This design comes from an exercise in tuning for small area on the open sky130 flow, not from production work.
Function was checked by simulation only, so behaviour that the tests miss may differ from the original.
No activity file was given, so power comes from the tool's default toggle rates. The clock port is modelled as an ideal driver; clocking choices that lean on that would not hold on a real chip.

==> flow/design.v (excerpt) <==
module bin2x2_reduce (
  input  logic         clk,
  input  logic         rst,
  input  logic [95:0]  in_data,
  input  logic         in_valid,
  input  logic         in_sof,
  output logic         in_ready,
  output logic [47:0]  out_data,
  output logic         out_valid,
  output logic         out_eol,
  input  logic         out_ready,
  output logic         sof_err
);
  localparam int unsigned PW = bin_pkg::PIX_W;
  logic       odd_q, odd_d;
  logic [5:0] col_q;
  logic       accept, eff_odd, last, load, load_n;
  logic [5:0] eff_col;
  logic [4*(PW+1)-1:0] x_cur, s_even;
  logic [47:0] y_pix;
  logic [47:0] out_q;
  logic       even_q, out_idle_q;
  logic       accept_n;
  logic       tgl_q;
  assign in_ready = !odd_q || !out_valid || out_ready;
  assign accept   = in_valid && in_ready;
  assign accept_n = !in_valid || (!even_q && !out_idle_q && !out_ready);
  assign eff_odd  = odd_q && !in_sof;
  assign load     = accept && eff_odd;
  assign load_n   = !in_valid || even_q || in_sof || (!out_idle_q && !out_ready);
  assign eff_col  = in_sof ? 6'd0 : col_q;
  assign last     = (eff_col == 6'b010100);
  assign odd_d    = last ? !eff_odd : eff_odd;
  always_comb begin
    for (int j = 0; j < 4; j++) begin
      logic [PW-1:0] a, b;
      logic [PW:0]   h, s, hc;
      logic [PW+1:0] yc, y;
      a = in_data[2*j*PW +: PW];
      b = in_data[(2*j+1)*PW +: PW];
      s = s_even[j*(PW+1) +: PW+1];
      hc[0] = 1'b0;
      for (int i = 0; i < PW; i++) begin
        h[i]    = a[i] ^ b[i] ^ hc[i];
        hc[i+1] = (a[i] & b[i]) | (hc[i] & (a[i] ^ b[i]));
      end
      h[PW] = hc[PW];
      x_cur[j*(PW+1) +: PW+1] = h ^ {(PW+1){tgl_q}};
      yc[0] = tgl_q;
      for (int i = 0; i < PW + 1; i++) begin
        logic xi;
        xi      = x_cur[j*(PW+1) + i];
        y[i]    = s[i] ^ xi ^ yc[i];
        yc[i+1] = (s[i] & xi) | (yc[i] & (s[i] ^ xi));
      end
      y[PW+1] = yc[PW+1];
      y_pix[j*PW +: PW] = y[PW+1:2];
    end
  end
  bin_line_buf #(
    .DEPTH (60),
    .DW    (4 * (PW + 1))
  ) u_line_buf (
    .clk  (clk),
    .en   (accept),
    .en_n (accept_n),
    .din  (x_cur),
    .dout (s_even)
  );
  always_ff @(posedge clk) begin
    if (rst) begin
      tgl_q <= 1'b0;
    end else begin
      tgl_q <= !tgl_q;
    end
  end
  always_ff @(posedge clk) begin
    if (rst) begin
      odd_q      <= 1'b0;
  ...
For scale: roughly 7300 cells after synthesis, roughly 150 I/O pins, ~0.090 sq mm of cells after synthesis.
clock: 7.0 ns
lec_check: 0
abc_area: 1
cap_margin: 0
core_margin: 2
core_utilization: 60
cts_cluster_diameter: 100
cts_cluster_size: 34
place_density: 0.8
slew_margin: 0
standard.sh (not shown) runs the stock make flow with config.mk's settings and CLKGATE_MAP_FILE= SYNTH_SCRIPT=/design/flow/synth_recipe.tcl, a recipe that flattens the netlist after the stock synthesis.
==> flow/flow/run.sh <==
#!/bin/bash
# The standard layout, with two changes:
# - synthesis skips the ABC pass inside Yosys's synth command (SYNTH_ARGS=-noabc), so the
#   full adders are extracted from the RTL's plain gates instead of an ABC-restructured
#   netlist (fewer inverters around them); the final ABC mapping still runs;
# - the input and output ports are buffered with the smallest buffer cell.
set -euo pipefail
bash standard.sh SYNTH_ARGS=-noabc "BUFFER_PORTS_ARGS=-buffer_cell sky130_fd_sc_hd__buf_1" finish > layout_make.log 2>&1
Rerun with:
CTS_CLUSTER_SIZE = 32   (was 34)
GPL_ROUTABILITY_DRIVEN = 0   (was not set)
PLACE_DENSITY = not set   (was 0.8)
TNS_END_PERCENT = 5   (was not set)
Effect:
- synthesized cell count is unchanged
- utilization rose by 0.10 points
- die area does not change
- global-route usage rose by 0.21 points
- synthesized area does not change
- setup slack improves by 0.15 ns
Rerun with:
CTS_CLUSTER_SIZE = 30   (was 32)
GPL_ROUTABILITY_DRIVEN = not set   (was 0)
TNS_END_PERCENT = not set   (was 5)
The new run passed the timing, DRC and antenna checks.
Cell area barely changes.
Count of clock-buffer cells in the layout rose by 8.
Synthesized area does not change.
Routed wire length hardly moves.
Rerun with:
CTS_CLUSTER_SIZE = 34   (was 30)
After rerunning: The new run completed with no timing, DRC or antenna violations. Sequential power hardly moves. Die area does not change. Clock-buffer cell count is lower by 13.

## re-timing with driven ports
In the flow no input, the clock included, has a driving cell. The finished layouts below were timed again as built, in two steps. Step 1, drivers: a clkbuf_16 drives clk and a buf_2 each remaining input, both assumed. Step 2 also shifts input and output timing later by t, the mid clock arrival at the registers, as if the neighbouring blocks saw the same clock. Three values: ideal ports, drivers, drivers and shift; two values: the first two.
run | t, ns | setup slack, ns | hold slack, ns | slew at the worst register clock pin (ns)
the first run | 0.839 | 0.142 / 0.201 / -0.638 | 0.434 / 0.434 / 0.434 | 0.12 / 0.12
the second run | 0.828 | 0.293 / 0.345 / -0.483 | 0.437 / 0.437 / 0.437 | 0.12 / 0.12
the third run | 0.826 | 0.287 / 0.340 / -0.486 | 0.440 / 0.440 / 0.440 | 0.12 / 0.12
the fourth run | 0.823 | 0.287 / 0.340 / -0.483 | 0.425 / 0.425 / 0.425 | 0.12 / 0.12
Met with ideal ports but missed after step 2: setup timing in every run listed. For the first run, which loses most, drivers alone change the setup slack by +0.059 ns; drivers and shift together by -0.780 ns.
